Source: an optimization exercise on an open RTL-to-GDS flow (aim: small area, a short achievable clock period and few clock cycles). Production flows keep margins and buffers that such runs may drop. Only simulation tests tie the RTL to the original design; equivalence was not proved.

==> flow/config.mk <==
export PLATFORM = sky130hd
export DESIGN_NAME = decaying_tone_synth
export DESIGN_NICKNAME = decaying_tone_synth
export VERILOG_FILES = /design/flow/design.v
export SDC_FILE = /design/flow/constraint.sdc
export NUM_CORES = 4
export LEC_CHECK = 0
export CAP_MARGIN = 20
export CORE_MARGIN = 2
export CORE_UTILIZATION = 25
export PLACE_DENSITY = 0.45
export SLEW_MARGIN = 20
==> flow/constraint.sdc <==
create_clock -name core_clock -period 10.0 [get_ports {clk}]
set_input_delay 2.0000 -clock core_clock [delete_from_list [all_inputs] [get_ports {clk}]]
set_output_delay 2.0000 -clock core_clock [all_outputs]
set_load 0.01 [all_outputs]
==> flow/design.v <==
`timescale 1ns / 1ps
package dts_pkg;
  localparam int FREQ_W      = 15;
  localparam int PSTEP_W     = 32;
  localparam int COUNT_W     = 20;
  localparam int ESTEP_W     = 16;
  localparam int PHASE_W     = 33;
  localparam int ENV_W       = 16;
  localparam int SAMPLE_W    = 16;
  localparam int CFG_IDX_W   = 2;
  localparam int CFG_DATA_W  = 32;
  localparam int MIX_W       = 30;
  localparam int Y_W         = 15;
  localparam logic [FREQ_W-1:0]  FREQ_RST   = 15'd500;
  localparam logic [PSTEP_W-1:0] PSTEP_RST  = 32'd48695733;
  localparam logic [COUNT_W-1:0] COUNT_RST  = 20'd4410;
  localparam logic [ESTEP_W-1:0] ESTEP_RST  = 16'd15;
  localparam logic [FREQ_W-1:0]  HALF_ENABLE_HZ = 15'd200;
  localparam logic [ENV_W-1:0]   ENV_FULL       = 16'hFFFF;
  localparam int                 GAIN_MAIN      = 9830;
  localparam int                 GAIN_HALF      = 3277;
  localparam int CREDITS     = 4;
endpackage
`timescale 1ns / 1ps
module dts_sine_rom (
  input  logic [9:0]  k,
  output logic [14:0] m,
  output logic        s
);
  logic [8:0] j;
  assign j = k[8] ? (9'd256 - {1'b0, k[7:0]}) : {1'b0, k[7:0]};
  assign s = k[9];
  always_comb begin
    case (j)
      9'd0: m = 15'd0;
      9'd1: m = 15'd201;
      9'd2: m = 15'd402;
      9'd3: m = 15'd603;
      9'd4: m = 15'd804;
      9'd5: m = 15'd1005;
      9'd6: m = 15'd1206;
      9'd7: m = 15'd1407;
      9'd8: m = 15'd1608;
      9'd9: m = 15'd1809;
      9'd10: m = 15'd2009;
      9'd11: m = 15'd2210;
      9'd12: m = 15'd2410;
      9'd13: m = 15'd2611;
      9'd14: m = 15'd2811;
      9'd15: m = 15'd3012;
      9'd16: m = 15'd3212;
      9'd17: m = 15'd3412;
      9'd18: m = 15'd3612;
      9'd19: m = 15'd3811;
      9'd20: m = 15'd4011;
      9'd21: m = 15'd4210;
      9'd22: m = 15'd4410;
      9'd23: m = 15'd4609;
      9'd24: m = 15'd4808;
      9'd25: m = 15'd5007;
      9'd26: m = 15'd5205;
      9'd27: m = 15'd5404;
      9'd28: m = 15'd5602;
      9'd29: m = 15'd5800;
      9'd30: m = 15'd5998;
      9'd31: m = 15'd6195;
      9'd32: m = 15'd6393;
      9'd33: m = 15'd6590;
      9'd34: m = 15'd6786;
      9'd35: m = 15'd6983;
      9'd36: m = 15'd7179;
      9'd37: m = 15'd7375;
      9'd38: m = 15'd7571;
      9'd39: m = 15'd7767;
      9'd40: m = 15'd7962;
      9'd41: m = 15'd8157;
      9'd42: m = 15'd8351;
      9'd43: m = 15'd8545;
      9'd44: m = 15'd8739;
      9'd45: m = 15'd8933;
      9'd46: m = 15'd9126;
      9'd47: m = 15'd9319;
      9'd48: m = 15'd9512;
      9'd49: m = 15'd9704;
      9'd50: m = 15'd9896;
      9'd51: m = 15'd10087;
      9'd52: m = 15'd10278;
      9'd53: m = 15'd10469;
      9'd54: m = 15'd10659;
      9'd55: m = 15'd10849;
      9'd56: m = 15'd11039;
      9'd57: m = 15'd11228;
      9'd58: m = 15'd11417;
      9'd59: m = 15'd11605;
      9'd60: m = 15'd11793;
      9'd61: m = 15'd11980;
      9'd62: m = 15'd12167;
      9'd63: m = 15'd12353;
      9'd64: m = 15'd12539;
      9'd65: m = 15'd12725;
      9'd66: m = 15'd12910;
      9'd67: m = 15'd13094;
      9'd68: m = 15'd13279;
      9'd69: m = 15'd13462;
      9'd70: m = 15'd13645;
      9'd71: m = 15'd13828;
      9'd72: m = 15'd14010;
      9'd73: m = 15'd14191;
      9'd74: m = 15'd14372;
      9'd75: m = 15'd14553;
      9'd76: m = 15'd14732;
      9'd77: m = 15'd14912;
      9'd78: m = 15'd15090;
      9'd79: m = 15'd15269;
      9'd80: m = 15'd15446;
      9'd81: m = 15'd15623;
      9'd82: m = 15'd15800;
      9'd83: m = 15'd15976;
      9'd84: m = 15'd16151;
      9'd85: m = 15'd16325;
      9'd86: m = 15'd16499;
      9'd87: m = 15'd16673;
      9'd88: m = 15'd16846;
      9'd89: m = 15'd17018;
      9'd90: m = 15'd17189;
      9'd91: m = 15'd17360;
      9'd92: m = 15'd17530;
      9'd93: m = 15'd17700;
      9'd94: m = 15'd17869;
      9'd95: m = 15'd18037;
      9'd96: m = 15'd18204;
      9'd97: m = 15'd18371;
      9'd98: m = 15'd18537;
      9'd99: m = 15'd18703;
      9'd100: m = 15'd18868;
      9'd101: m = 15'd19032;
      9'd102: m = 15'd19195;
      9'd103: m = 15'd19357;
      9'd104: m = 15'd19519;
      9'd105: m = 15'd19680;
      9'd106: m = 15'd19841;
      9'd107: m = 15'd20000;
      9'd108: m = 15'd20159;
      9'd109: m = 15'd20317;
      9'd110: m = 15'd20475;
      9'd111: m = 15'd20631;
      9'd112: m = 15'd20787;
      9'd113: m = 15'd20942;
      9'd114: m = 15'd21096;
      9'd115: m = 15'd21250;
      9'd116: m = 15'd21403;
      9'd117: m = 15'd21554;
      9'd118: m = 15'd21705;
      9'd119: m = 15'd21856;
      9'd120: m = 15'd22005;
      9'd121: m = 15'd22154;
      9'd122: m = 15'd22301;
      9'd123: m = 15'd22448;
      9'd124: m = 15'd22594;
      9'd125: m = 15'd22739;
      9'd126: m = 15'd22884;
      9'd127: m = 15'd23027;
      9'd128: m = 15'd23170;
      9'd129: m = 15'd23311;
      9'd130: m = 15'd23452;
      9'd131: m = 15'd23592;
      9'd132: m = 15'd23731;
      9'd133: m = 15'd23870;
      9'd134: m = 15'd24007;
      9'd135: m = 15'd24143;
      9'd136: m = 15'd24279;
      9'd137: m = 15'd24413;
      9'd138: m = 15'd24547;
      9'd139: m = 15'd24680;
      9'd140: m = 15'd24811;
      9'd141: m = 15'd24942;
      9'd142: m = 15'd25072;
      9'd143: m = 15'd25201;
      9'd144: m = 15'd25329;
      9'd145: m = 15'd25456;
      9'd146: m = 15'd25582;
      9'd147: m = 15'd25708;
      9'd148: m = 15'd25832;
      9'd149: m = 15'd25955;
      9'd150: m = 15'd26077;
      9'd151: m = 15'd26198;
      9'd152: m = 15'd26319;
      9'd153: m = 15'd26438;
      9'd154: m = 15'd26556;
      9'd155: m = 15'd26674;
      9'd156: m = 15'd26790;
      9'd157: m = 15'd26905;
      9'd158: m = 15'd27019;
      9'd159: m = 15'd27133;
      9'd160: m = 15'd27245;
      9'd161: m = 15'd27356;
      9'd162: m = 15'd27466;
      9'd163: m = 15'd27575;
      9'd164: m = 15'd27683;
      9'd165: m = 15'd27790;
      9'd166: m = 15'd27896;
      9'd167: m = 15'd28001;
      9'd168: m = 15'd28105;
      9'd169: m = 15'd28208;
      9'd170: m = 15'd28310;
      9'd171: m = 15'd28411;
      9'd172: m = 15'd28510;
      9'd173: m = 15'd28609;
      9'd174: m = 15'd28706;
      9'd175: m = 15'd28803;
      9'd176: m = 15'd28898;
      9'd177: m = 15'd28992;
      9'd178: m = 15'd29085;
      9'd179: m = 15'd29177;
      9'd180: m = 15'd29268;
      9'd181: m = 15'd29358;
      9'd182: m = 15'd29447;
      9'd183: m = 15'd29535;
      9'd184: m = 15'd29621;
      9'd185: m = 15'd29706;
      9'd186: m = 15'd29791;
      9'd187: m = 15'd29874;
      9'd188: m = 15'd29956;
      9'd189: m = 15'd30037;
      9'd190: m = 15'd30117;
      9'd191: m = 15'd30195;
      9'd192: m = 15'd30273;
      9'd193: m = 15'd30349;
      9'd194: m = 15'd30424;
      9'd195: m = 15'd30498;
      9'd196: m = 15'd30571;
      9'd197: m = 15'd30643;
      9'd198: m = 15'd30714;
      9'd199: m = 15'd30783;
      9'd200: m = 15'd30852;
      9'd201: m = 15'd30919;
      9'd202: m = 15'd30985;
      9'd203: m = 15'd31050;
      9'd204: m = 15'd31113;
      9'd205: m = 15'd31176;
      9'd206: m = 15'd31237;
      9'd207: m = 15'd31297;
      9'd208: m = 15'd31356;
      9'd209: m = 15'd31414;
      9'd210: m = 15'd31470;
      9'd211: m = 15'd31526;
      9'd212: m = 15'd31580;
      9'd213: m = 15'd31633;
      9'd214: m = 15'd31685;
      9'd215: m = 15'd31736;
      9'd216: m = 15'd31785;
      9'd217: m = 15'd31833;
      9'd218: m = 15'd31880;
      9'd219: m = 15'd31926;
      9'd220: m = 15'd31971;
      9'd221: m = 15'd32014;
      9'd222: m = 15'd32057;
      9'd223: m = 15'd32098;
      9'd224: m = 15'd32137;
      9'd225: m = 15'd32176;
      9'd226: m = 15'd32213;
      9'd227: m = 15'd32250;
      9'd228: m = 15'd32285;
      9'd229: m = 15'd32318;
      9'd230: m = 15'd32351;
      9'd231: m = 15'd32382;
      9'd232: m = 15'd32412;
      9'd233: m = 15'd32441;
      9'd234: m = 15'd32469;
      9'd235: m = 15'd32495;
      9'd236: m = 15'd32521;
      9'd237: m = 15'd32545;
      9'd238: m = 15'd32567;
      9'd239: m = 15'd32589;
      9'd240: m = 15'd32609;
      9'd241: m = 15'd32628;
      9'd242: m = 15'd32646;
      9'd243: m = 15'd32663;
      9'd244: m = 15'd32678;
      9'd245: m = 15'd32692;
      9'd246: m = 15'd32705;
      9'd247: m = 15'd32717;
      9'd248: m = 15'd32728;
      9'd249: m = 15'd32737;
      9'd250: m = 15'd32745;
      9'd251: m = 15'd32752;
      9'd252: m = 15'd32757;
      9'd253: m = 15'd32762;
      9'd254: m = 15'd32765;
      9'd255: m = 15'd32766;
      9'd256: m = 15'd32767;
      default: m = 15'd0;
    endcase
  end
endmodule
`timescale 1ns / 1ps
module dts_ctrl (
  input  logic                         clk,
  input  logic                         rst,
  input  logic                         in_valid,
  output logic                         in_ready,
  output logic                         out_valid,
  input  logic                         out_ready,
  input  logic                         cfg_valid,
  output logic                         cfg_ready,
  output logic                         accept,
  output logic                         cfg_we,
  input  logic                         res_valid,
  input  logic                         res_done,
  input  logic [dts_pkg::Y_W-1:0]      res_y,
  output logic [dts_pkg::SAMPLE_W-1:0] sample,
  output logic                         done_res
);
  localparam int CREDITS = dts_pkg::CREDITS;
  localparam int QDEPTH  = CREDITS - 1;
  localparam int CNT_W   = $clog2(CREDITS + 1);
  localparam int QCNT_W  = $clog2(QDEPTH + 1);
  localparam int ENTRY_W = dts_pkg::Y_W + 1;
  logic               pop;
  logic [CNT_W-1:0]   inflight;
  logic [CNT_W-1:0]   inflight_next;
  assign pop       = out_valid && out_ready;
  assign accept    = in_valid && in_ready;
  assign cfg_we    = cfg_valid;
  assign cfg_ready = 1'b1;
  always_comb begin
    inflight_next = inflight;
    if (accept && !pop) begin
      inflight_next = inflight + CNT_W'(1);
    end else if (pop && !accept) begin
      inflight_next = inflight - CNT_W'(1);
    end
  end
  always_ff @(posedge clk) begin
    if (rst) begin
      inflight <= '0;
      in_ready <= 1'b1;
    end else begin
      inflight <= inflight_next;
      in_ready <= inflight_next < CNT_W'(CREDITS);
    end
  end
  logic [ENTRY_W-1:0] mem [QDEPTH];
  logic [QDEPTH-1:0]  wr_ptr;
  logic [QDEPTH-1:0]  rd_ptr;
  logic [QCNT_W-1:0]  qcount;
  logic               head_free;
  logic [ENTRY_W-1:0] mem_rd;
  logic [ENTRY_W-1:0] head_next;
  assign head_free = !out_valid || out_ready;
  always_comb begin
    mem_rd = '0;
    for (int i = 0; i < QDEPTH; i++) begin
      if (rd_ptr[i]) mem_rd = mem_rd | mem[i];
    end
    head_next = (qcount != '0) ? mem_rd : {res_done, res_y};
  end
  always_ff @(posedge clk) begin
    for (int i = 0; i < QDEPTH; i++) begin
      if (res_valid && wr_ptr[i]) mem[i] <= {res_done, res_y};
    end
  end
  always_ff @(posedge clk) begin
    if (rst) begin
      wr_ptr    <= QDEPTH'(1);
      rd_ptr    <= QDEPTH'(1);
      qcount    <= '0;
      out_valid <= 1'b0;
    end else begin
      if (res_valid) begin
        wr_ptr <= {wr_ptr[QDEPTH-2:0], wr_ptr[QDEPTH-1]};
      end
      if (head_free) begin
        if (qcount != '0 || res_valid) begin
          rd_ptr    <= {rd_ptr[QDEPTH-2:0], rd_ptr[QDEPTH-1]};
          out_valid <= 1'b1;
        end else begin
          out_valid <= 1'b0;
        end
        if (qcount != '0 && !res_valid) begin
          qcount <= qcount - QCNT_W'(1);
        end
      end else if (res_valid) begin
        qcount <= qcount + QCNT_W'(1);
      end
    end
  end
  always_ff @(posedge clk) begin
    if (head_free) begin
      done_res <= head_next[ENTRY_W-1];
      sample   <= {head_next[ENTRY_W-2], head_next[ENTRY_W-2:0]};
    end
  end
endmodule
`timescale 1ns / 1ps
module dts_datapath (
  input  logic                                clk,
  input  logic                                rst,
  input  logic                                accept,
  input  logic                                start_req,
  input  logic                                cfg_we,
  input  logic [dts_pkg::CFG_IDX_W-1:0]       cfg_index,
  input  logic [dts_pkg::CFG_DATA_W-1:0]      cfg_data,
  output logic                                res_valid,
  output logic                                res_done,
  output logic [dts_pkg::Y_W-1:0]             res_y
);
  logic [dts_pkg::FREQ_W-1:0]    frequency_hz;
  logic [dts_pkg::PSTEP_W-1:0]   phase_step;
  logic [dts_pkg::COUNT_W-1:0]   sample_count;
  logic [dts_pkg::ESTEP_W-1:0]   envelope_step;
  logic [dts_pkg::COUNT_W-1:0]   sample_index;
  logic [dts_pkg::PHASE_W-1:0]   phase_acc;
  logic [dts_pkg::ENV_W-1:0]     envelope_level;
  always_ff @(posedge clk) begin
    if (rst) begin
      frequency_hz  <= dts_pkg::FREQ_RST;
      phase_step    <= dts_pkg::PSTEP_RST;
      sample_count  <= dts_pkg::COUNT_RST;
      envelope_step <= dts_pkg::ESTEP_RST;
    end else if (cfg_we) begin
      case (cfg_index)
        2'd0: frequency_hz  <= cfg_data[dts_pkg::FREQ_W-1:0];
        2'd1: phase_step    <= cfg_data[dts_pkg::PSTEP_W-1:0];
        2'd2: sample_count  <= cfg_data[dts_pkg::COUNT_W-1:0];
        default: envelope_step <= cfg_data[dts_pkg::ESTEP_W-1:0];
      endcase
    end
  end
  logic                          over_run;
  logic                          count_zero;
  logic [dts_pkg::ENV_W:0]       env_diff;
  logic [dts_pkg::ENV_W-1:0]     env_dec;
  logic                          over;
  assign over_run   = sample_index >= sample_count;
  assign count_zero = sample_count == '0;
  assign env_diff   = {1'b0, envelope_level} - {1'b0, envelope_step};
  assign env_dec    = env_diff[dts_pkg::ENV_W] ? '0 : env_diff[dts_pkg::ENV_W-1:0];
  assign over       = start_req ? count_zero : over_run;
  always_ff @(posedge clk) begin
    if (rst) begin
      sample_index   <= dts_pkg::COUNT_RST;
      phase_acc      <= '0;
      envelope_level <= '0;
    end else if (accept) begin
      if (start_req) begin
        if (count_zero) begin
          sample_index   <= '0;
          phase_acc      <= '0;
          envelope_level <= dts_pkg::ENV_FULL;
        end else begin
          sample_index   <= dts_pkg::COUNT_W'(1);
          phase_acc      <= {1'b0, phase_step};
          envelope_level <= ~envelope_step;
        end
      end else if (!over_run) begin
        sample_index   <= sample_index + dts_pkg::COUNT_W'(1);
        phase_acc      <= phase_acc + {1'b0, phase_step};
        envelope_level <= env_dec;
      end
    end
  end
  logic [14:0] rom_main_m, rom_half_m;
  logic        rom_main_s, rom_half_s;
  dts_sine_rom u_rom_main (
    .k (phase_acc[31:22]),
    .m (rom_main_m),
    .s (rom_main_s)
  );
  dts_sine_rom u_rom_half (
    .k (phase_acc[32:23]),
    .m (rom_half_m),
    .s (rom_half_s)
  );
  logic                      s1_valid, s1_over;
  logic [14:0]               s1_main_m, s1_half_m;
  logic                      s1_main_s, s1_half_s;
  logic [dts_pkg::ENV_W-1:0] s1_env;
  always_ff @(posedge clk) begin
    if (rst) begin
      s1_valid <= 1'b0;
    end else begin
      s1_valid <= accept;
    end
    s1_over   <= over;
    s1_main_m <= start_req ? '0 : rom_main_m;
    s1_main_s <= rom_main_s && !start_req;
    s1_half_m <= start_req ? '0 : rom_half_m;
    s1_half_s <= rom_half_s && !start_req;
    s1_env    <= start_req ? dts_pkg::ENV_FULL : envelope_level;
  end
  logic                              half_en;
  logic signed [15:0]                t_main, t_half;
  logic signed [dts_pkg::MIX_W-1:0]  mix;
  assign half_en = frequency_hz > dts_pkg::HALF_ENABLE_HZ;
  assign t_main  = s1_main_s ? -$signed({1'b0, s1_main_m}) : $signed({1'b0, s1_main_m});
  assign t_half  = s1_half_s ? -$signed({1'b0, s1_half_m}) : $signed({1'b0, s1_half_m});
  assign mix     = dts_pkg::MIX_W'(t_main) * dts_pkg::MIX_W'(dts_pkg::GAIN_MAIN) +
                   (half_en ? dts_pkg::MIX_W'(t_half) * dts_pkg::MIX_W'(dts_pkg::GAIN_HALF)
                            : dts_pkg::MIX_W'(0));
  logic                              s2_valid, s2_over;
  logic signed [dts_pkg::MIX_W-1:0]  s2_mix;
  logic [dts_pkg::ENV_W-1:0]         s2_env;
  always_ff @(posedge clk) begin
    if (rst) begin
      s2_valid <= 1'b0;
    end else begin
      s2_valid <= s1_valid;
    end
    s2_over <= s1_over;
    s2_mix  <= mix;
    s2_env  <= s1_env;
  end
  localparam int PROD_W = dts_pkg::MIX_W + dts_pkg::ENV_W;
  logic signed [PROD_W-1:0] prod;
  assign prod = s2_mix * $signed({1'b0, s2_env}) + PROD_W'(64'sd1073741824);
  assign res_valid = s2_valid;
  assign res_done  = s2_over;
  assign res_y     = s2_over ? '0 : prod[31 +: dts_pkg::Y_W];
endmodule
`timescale 1ns / 1ps
module decaying_tone_synth (
  input  logic                                clk,
  input  logic                                rst,
  input  logic                                in_valid,
  output logic                                in_ready,
  input  logic                                start_req,
  output logic                                out_valid,
  input  logic                                out_ready,
  output logic signed [dts_pkg::SAMPLE_W-1:0] sample,
  output logic                                done_res,
  input  logic                                cfg_valid,
  output logic                                cfg_ready,
  input  logic [dts_pkg::CFG_IDX_W-1:0]       cfg_index,
  input  logic [dts_pkg::CFG_DATA_W-1:0]      cfg_data
);
  logic                   accept;
  logic                   cfg_we;
  logic                   res_valid;
  logic                   res_done;
  logic [dts_pkg::Y_W-1:0] res_y;
  dts_ctrl u_ctrl (
    .clk       (clk),
    .rst       (rst),
    .in_valid  (in_valid),
    .in_ready  (in_ready),
    .out_valid (out_valid),
    .out_ready (out_ready),
    .cfg_valid (cfg_valid),
    .cfg_ready (cfg_ready),
    .accept    (accept),
    .cfg_we    (cfg_we),
    .res_valid (res_valid),
    .res_done  (res_done),
    .res_y     (res_y),
    .sample    (sample),
    .done_res  (done_res)
  );
  dts_datapath u_datapath (
    .clk       (clk),
    .rst       (rst),
    .accept    (accept),
    .start_req (start_req),
    .cfg_we    (cfg_we),
    .cfg_index (cfg_index),
    .cfg_data  (cfg_data),
    .res_valid (res_valid),
    .res_done  (res_done),
    .res_y     (res_y)
  );
endmodule
==> flow/run.sh <==
#!/bin/bash
# synth_recipe.tcl (not shown) runs the flow's synth.tcl, then flattens the netlist and writes it again
# the make line also repeats each setting of config.mk as NAME=value (left out here)
make -C /OpenROAD-flow-scripts/flow DESIGN_CONFIG=/design/flow/config.mk WORK_HOME=/design/flow/orfs CLKGATE_MAP_FILE= SYNTH_SCRIPT=/design/flow/synth_recipe.tcl finish
==> metrics.md <==
| Metric | Value |
|---|---|
| Result of the run | aborted with a tool error |
| Last stage the flow got to | synthesis |
| First error message | ERROR: TCL interpreter returned an error: Source files actually used in the design: |
| Number of warning messages in the yosys log | 4 |
Testbench counts, summed over its fixed seeds: cycles 12,624.
